From an optimization exercise on the open Yosys and OpenROAD flow, aimed at small area and a short achievable clock period; shortcuts taken in it are not production practice.
Function was checked by simulation only, so behaviour that the tests miss may differ from the original.
Power is estimated from default activity; no workload was simulated.

### design.v
package coa_cpu_pkg;
    localparam int CON_W      = 32;
    localparam int MEM_WR_BIT = 2;
    localparam int MEM_RD_BIT = 3;
    localparam int ADDR_W = 8;
    localparam int DATA_W = 16;
    localparam int DEPTH  = 1 << ADDR_W;
endpackage
import coa_cpu_pkg::*;
module mem_bit (
    input  logic CLK,
    input  logic keep,      
    input  logic sel,       
    input  logic d_g,       
    output logic q
);
    always_ff @(posedge CLK) q <= (q & keep) | (sel & d_g);
endmodule
module mem_rowdec (
    input  logic hi_n,
    input  logic lo_n,
    input  logic wgo,       
    output logic sel,
    output logic keep
);
    rd_nor2  u_sel  (.a(hi_n), .b(lo_n), .y(sel));
    rd_nand2 u_keep (.a(sel), .b(wgo), .y(keep));
endmodule
module rd_aoi222 (input logic a0, b0, a1, b1, a2, b2, output logic y);
    assign y = !((a0 & b0) | (a1 & b1) | (a2 & b2));
endmodule
module rd_nand4 (input logic a, b, c, d, output logic y);
    assign y = !(a & b & c & d);
endmodule
module rd_nor3 (input logic a, b, c, output logic y);
    assign y = !(a | b | c);
endmodule
module rd_nand2 (input logic a, b, output logic y);
    assign y = !(a & b);
endmodule
module rd_nor2 (input logic a, b, output logic y);
    assign y = !(a | b);
endmodule
module rd_and2 (input logic a, b, output logic y);
    assign y = a & b;
endmodule
module rd_or64 (
    input  logic [63:0] q,
    input  logic [63:0] sel,
    output logic        y
);
    logic [21:0] l1;    
    logic [5:0]  l2;    
    logic [1:0]  l3;    
    for (genvar i = 0; i < 21; i++) begin : g_l1
        rd_aoi222 u (.a0(q[3*i]), .b0(sel[3*i]), .a1(q[3*i+1]), .b1(sel[3*i+1]),
                     .a2(q[3*i+2]), .b2(sel[3*i+2]), .y(l1[i]));
    end
    rd_nand2 u_l1_last (.a(q[63]), .b(sel[63]), .y(l1[21]));
    for (genvar i = 0; i < 5; i++) begin : g_l2
        rd_nand4 u (.a(l1[4*i]), .b(l1[4*i+1]), .c(l1[4*i+2]), .d(l1[4*i+3]), .y(l2[i]));
    end
    rd_nand2 u_l2_last (.a(l1[20]), .b(l1[21]), .y(l2[5]));
    for (genvar i = 0; i < 2; i++) begin : g_l3
        rd_nor3 u (.a(l2[3*i]), .b(l2[3*i+1]), .c(l2[3*i+2]), .y(l3[i]));
    end
    rd_nand2 u_l4 (.a(l3[0]), .b(l3[1]), .y(y));
endmodule
module mem_array_256x16
(
    input  logic              CLK,
    input  logic [3:0]        wgo_i,      
    input  logic [3:0]        wgo_d_i,    
    input  logic [15:0]       hi_n_i,     
    input  logic [15:0]       lo_n_i,     
    input  logic [DATA_W-1:0] wdata_i,
    output logic [DATA_W-1:0] rdata_o     
);
    localparam int NQ = 4;
    localparam int QROWS = DEPTH / NQ;
    logic [DEPTH-1:0]  sel, keep;
    logic [DATA_W-1:0] q [DEPTH];
    logic [DATA_W-1:0] part [NQ];
    logic [DATA_W-1:0] part_q [NQ];
    for (genvar g = 0; g < NQ; g++) begin : g_q
        logic [DATA_W-1:0] d_g;
        for (genvar b = 0; b < DATA_W; b++) begin : g_dg
            rd_and2 u_dg (.a(wdata_i[b]), .b(wgo_d_i[g]), .y(d_g[b]));
        end
        for (genvar j = 0; j < QROWS; j++) begin : g_row
            localparam int R = g*QROWS + j;
            mem_rowdec u_dec (.hi_n(hi_n_i[R/16]), .lo_n(lo_n_i[R%16]), .wgo(wgo_i[g]),
                              .sel(sel[R]), .keep(keep[R]));
            for (genvar b = 0; b < DATA_W; b++) begin : g_bit
                mem_bit u_bit (.CLK(CLK), .keep(keep[R]), .sel(sel[R]),
                               .d_g(d_g[b]), .q(q[R][b]));
            end
        end
        for (genvar b = 0; b < DATA_W; b++) begin : g_rd
            logic [QROWS-1:0] col;
            for (genvar j = 0; j < QROWS; j++) begin : g_col
                assign col[j] = q[g*QROWS+j][b];
            end
            rd_or64 u_or (.q(col), .sel(sel[g*QROWS +: QROWS]), .y(part[g][b]));
        end
        always_ff @(posedge CLK) part_q[g] <= part[g];
    end
    assign rdata_o = part_q[0] | part_q[1] | part_q[2] | part_q[3];
endmodule
import coa_cpu_pkg::*;
module mem_responder
#(
    parameter int unsigned LAT = 1
)
(
    input  logic              CLK,
    input  logic              RST,
    input  logic [CON_W-1:0]  CON,
    input  logic [ADDR_W-1:0] MAR_IN,
    input  logic [DATA_W-1:0] MBR_IN,
    output logic [DATA_W-1:0] MEM_OUT,
    output logic              BUSY,
    output logic              ACK,
    output logic              PERR
);
    logic              busy_q;     
    logic              ph1_q;      
    logic              wr_go_q;    
    logic [3:0]        wgo_q;      
    logic [3:0]        wgo_d_q;    
    logic              rd_go_q;    
    logic              ack_q;
    logic              op_wr_q;
    logic [15:0]       hi_n_q;     
    logic [15:0]       lo_n_q;     
    logic [DATA_W-1:0] data_q;
    logic [DATA_W-1:0] out_q;
    logic [DATA_W-1:0] mem_rdata;
    logic wr_stb, rd_stb, accept;
    assign wr_stb = CON[MEM_WR_BIT];
    assign rd_stb = CON[MEM_RD_BIT];
    assign accept = !busy_q && (wr_stb || rd_stb);
    always_ff @(posedge CLK) begin
        if (!busy_q) begin
            hi_n_q  <= ~(16'd1 << MAR_IN[7:4]);
            lo_n_q  <= ~(16'd1 << MAR_IN[3:0]);
            data_q  <= MBR_IN;
            op_wr_q <= wr_stb;
        end
    end
    always_ff @(posedge CLK or posedge RST) begin
        if (RST) begin
            busy_q    <= 1'b0;
            ph1_q     <= 1'b0;
            wr_go_q   <= 1'b0;
            wgo_q     <= '0;
            wgo_d_q   <= '0;
            rd_go_q   <= 1'b0;
            ack_q     <= 1'b0;
        end else begin
            busy_q    <= accept || ph1_q;
            ph1_q     <= accept;
            wr_go_q   <= ph1_q && op_wr_q;
            wgo_q     <= {4{ph1_q && op_wr_q}};
            wgo_d_q   <= {4{ph1_q && op_wr_q}};
            rd_go_q   <= ph1_q && !op_wr_q;
            ack_q     <= wr_go_q || rd_go_q;
        end
    end
    always_ff @(posedge CLK or posedge RST) begin
        if (RST) begin
            out_q <= '0;
        end else if (rd_go_q) begin
            out_q <= mem_rdata;
        end
    end
    mem_array_256x16 u_mem (
        .CLK     (CLK),
        .wgo_i     (wgo_q),
        .wgo_d_i   (wgo_d_q),
        .hi_n_i    (hi_n_q),
        .lo_n_i    (lo_n_q),
        .wdata_i   (data_q),
        .rdata_o (mem_rdata)
    );
    assign MEM_OUT = out_q;
    assign BUSY    = busy_q;
    assign ACK     = ack_q;
    assign PERR    = 1'b0;
endmodule
### run.sh
#!/bin/bash
# synth_recipe.tcl (not shown) runs the flow's synth.tcl, then flattens the netlist and writes it again
# the make line also repeats each setting of config.mk as NAME=value (left out here)
make -C /OpenROAD-flow-scripts/flow DESIGN_CONFIG=/design/flow/config.mk WORK_HOME=/design/flow/orfs CLKGATE_MAP_FILE= SYNTH_SCRIPT=/design/flow/synth_recipe.tcl finish
### config.mk
export PLATFORM = sky130hd
export DESIGN_NAME = mem_responder
export DESIGN_NICKNAME = mem_responder
export VERILOG_FILES = /design/flow/design.v
export SDC_FILE = /design/flow/constraint.sdc
export NUM_CORES = 4
export LEC_CHECK = 0
export CAP_MARGIN = 20
export CORE_MARGIN = 2
export CORE_UTILIZATION = 45
export SETUP_SLACK_MARGIN = 3.0
export SLEW_MARGIN = 20
export SYNTH_HIERARCHICAL = 1
export SYNTH_MEMORY_MAX_BITS = 8192
export TNS_END_PERCENT = 0
### constraint.sdc
create_clock -name core_clock -period 6.0 [get_ports {CLK}]
set_input_delay 1.2000 -clock core_clock [delete_from_list [all_inputs] [get_ports {CLK}]]
set_output_delay 1.2000 -clock core_clock [all_outputs]
set_load 0.01 [all_outputs]
==> notes.md <==
-- path summary, 6_finish.rpt --
check	from	to	depth (start not counted)	slack, ps
worst max-delay path	lo_n_q[11]$_DFFE_PN_	u_mem.part_q[0][8]$_DFF_P_	8	2660
worst min-delay path	op_wr_q$_DFFE_PN_	rd_go_q$_DFF_PP0_	1	420
worst max register to register	lo_n_q[11]$_DFFE_PN_	u_mem.part_q[0][8]$_DFF_P_	8	2660
worst min register to register	op_wr_q$_DFFE_PN_	rd_go_q$_DFF_PP0_	1	420
max in group asynchronous	RST	ack_q$_DFF_PP0_	3	5040
min in group asynchronous	RST	ph1_q$_DFF_PP0_	2	460
-- placed cells by master (no fill, tap or decap), drive strengths merged --
cell,count
diode,17
mux2,16
dfxtp,4160
a22o,4096
or4,16
and2,65
or2,1
clkinv,100
nand4,322
conb,1
nor2b,4
dlygate4sd2,8
nand3,12
a222oi,1344
dlymetal6s2s,1
edfxtp,49
and2b,5
buf,344
nand2,466
dfrtp,21
bufinv,31
nor3,128
o21bai,1
inv,17
clkinvlp,12
clkdlybuf4s50,36
nor2,262
clkbuf,617
-- power by group through the flow --
stage	Clock, mW	Sequential [mW]	Combinational, mW
floorplan	0	37.1	7.29
global placement	0	38.0	10.1
detailed placement	0	38.3	10.5
CTS	27.6	37.8	10.6
global route	28.8	38.5	11.3
finish	27.3	37.9	10.6
-- area by class of cell --
class                      count  area share (%)
multi-input combinational   6739            34.5
clock inverter               158            1.15
clock buffer                 617            7.62
tap                         4140            3.13
timing repair buffer         389            1.93
sequential                  4230            51.6
antenna                       17          0.0257
inverter                       2         0.00454
-- registers in the layout, indices dropped and copies added (netlist names) --
register	cells
u_mem.part_q	64
out_q	16
op_wr_q	1
lo_n_q	16
rd_go_q	1
wr_go_q	1
u_mem.g_q.g_row.g_bit.u_bit.q	4096
busy_q	1
ph1_q	1
ack_q	1
data_q	16
hi_n_q	16
-- metal layers --
metal  vias to the layer above  wire length [um]  global-route usage, %
met5                         -               130                      0
met4                        20             22100                   13.0
met3                       883             40700                   4.67
met2                      5473            211000                   42.5
met1                     58400            209000                   41.0
li1                      49700                 -                      -
-- Yosys stat by module (local to each module, per instance), a selection --
module / area, sq um / cells / flip-flops and latches
rd_nor2: 3.75 / 1 / 0
mem_array_256x16: 1400 / 80 / 64
rd_and2: 6.26 / 1 / 0
rd_nand2: 3.75 / 1 / 0
rd_aoi222: 10.0 / 1 / 0
rd_nor3: 10.0 / 1 / 0
mem_bit: 28.8 / 2 / 1
-- critical path, delay by kind of cell (launching register included) --
| family | cells | cell delay, ps |
|---|---|---|
| AND/OR/NAND/NOR | 4 | 1100 |
| AO/OA/AOI/OAI | 1 | 860 |
| flip-flops | 1 | 360 |
| buffers and inverters | 3 | 820 |
-- cell usage after synthesis, drive strengths merged --
library cell,instances
dfxtp,4160
inv,2
edfxtp,49
buf,3
o21bai,1
or2,1
nor2,262
or4,16
nand2,466
conb,1
mux2,16
dfrtp,21
nand3,12
and2b,5
and2,65
nor2b,4
nand4,322
nor3,128
a222oi,1344
a22o,4096
-- kinds of logic after synthesis --
| group | Yosys count |
|---|---|
| AOI/OAI and AO/OA | 5441 |
| DFF | 4230 |
| and+or+nand+nor | 1281 |
| muxes | 16 |
| buffers and inverters | 5 |
| other | 1 |
-- what timing repair did --
action / in CTS / in global routing
endpoints found under the setup margin: 411 / 900
pin swaps: 2 / 5
buffers inserted: 16 / 20
gates cloned: 0 / 0
resized for setup: 24 / 2
==> flow_summary.ini <==
[power]
peakVddDrop_mv = 0.306
switching_share_pct = 26.8
power_frac_seq_pct = 50.0
cellLeakagePower_nw = 62.3
p_sw_mw = 20.3
p_per_area_nw_per_um2 = 459
p_comb_share_pct = 14.0
total_power_mw = 75.9
p_int_mw = 55.5
clkPwrFrac_pct = 36.0

[sta]
rsz0062_at_grt = yes
period_share_pct = 55.7
fmax_ghz = 0.299
setup_viol = 0
finalHoldWorstSlack_ps = 419
setup_slack_ps = 2660
hold_viol = 0
setup_tns_ps = 0
finClkSkew_ps = 45.1
finalMaxSlewViolations = 0
tightestPinTransition_ps = 1120
min_period_ps = 3340
slew_headroom_pct = 25.2

[synthesis]
synth-xor-area-share_pct = 0
synth_largest_area_cell = dfxtp_1
synth_fa_ha_area_share_pct = 0
yosys_warnings = 13
syn_inst = 11000
synth_cell_type_count = 23
yosys_register_bits = 4230
yosys.area_share.simple_pct = 4.72
synth.cell_area_sq_um = 142000
synth_area_leaders = dfxtp_1, a22o_1, a222oi_1
synth_compound_area_share_pct = 34.9
synth_top_area_share_pct = 58.8
synth_top_family_by_area = compound AO/OA/AOI/OAI gates
synthMuxAreaShare_pct = 0.151
synth.net_count = 11000
ys_seq_area_share_pct = 60.2
syn_avg_cell_area_sq_um = 12.9

[global_routing]
grt_pass1_vias = 106000
grt_pass1_wl_mm = 710
track_usage_pct = 28.7
overflow = 0
grt_max_degree = 85
antenna_found_initial = 34

[die]
core_area_sq_um = 312000
initial_core_util_pct = 45.3
rows = 205
pin_count = 77
fp.dieH_um = 565
die_w_um = 565
die-area_sq_um = 319000

[final_layout]
final_util_pct = 52.9
nNetsFinal = 11800
drive_above_1_share_pct = 12.5
area.growth.synth_to_final_pct = 16.7
final_cells = 16300
n_fill_cell = 26300
final-seq-area_sq_um = 85300
final_area_sq_um = 165000
multi_input_area_sq_um = 57100

[critical_path]
crit_arrival_ps = 4190
crit_required_ps = 6840
critical_path_class = reg2reg
slowest_delay_ps = 860
cp_cell_sequence = buf_8 > buf_12 > nor2_2 > buf_4 > a222oi_1 > nand4_1 > nor3_4 > nand2_1
start_kind = flop
endpoint_kind = flop
cp_slowest_cell = a222oi_1
crit_fanout = 33

[run]
maxCapViolCount = 0

[detailed_routing]
drtIter0Drc = 18900
avgRoutedWirePerCell_um = 29.7
num_vias = 114000
drc = 0
drt_wl_total_mm = 484
detail_route.vias_per_cell = 7.03
drtPass1Iterations = 14
detail-route-antenna-nets = 0

[clock_network]
cts.sinks = 4230
path_clk_slew_ps = 60
cts_root_buffer = clkbuf_16
hold_buffers = 0
cts-buffers-inserted = 429
htree_levels = 5
cts_tree = done
insertion_delay_ps = 990
clockBufferDepth = 4

[worst_hold_path]
worstHoldPathType = reg2reg

[placement]
hpwl_mm = 287
dp_cells = 15500
place_congestion = 0.839
port_buffers = 45
place_area_sq_um = 150000
dp_slack_ps = 2310

[run_status]
outcome = finished clean

[what the ideal ports hide]
Ports are ideal in the flow. The routed layout listed here was re-timed in OpenROAD.
Step 1: set_driving_cell puts a clkbuf_16 on CLK and a buf_2 on each other input, an assumption about the parent block.
Step 2, shift: input delay + t, output delay - t, t = (earliest + latest rising clock arrival at the registers) / 2. This alone moves slack from input paths to output paths.
Slacks: ideal ports / drivers / drivers and shift; pairs: ideal ports / drivers.
t, ns: 1.062
setup slack, ns: 2.657 / 2.657 / 2.657
latest minus earliest clock arrival (ns): 0.058 / 0.059
pins driven straight from the clock port: 1
After both steps setup and hold are still met in this run. For this run, drivers alone change the setup slack by 0.000 ns; drivers and shift together by 0.000 ns.
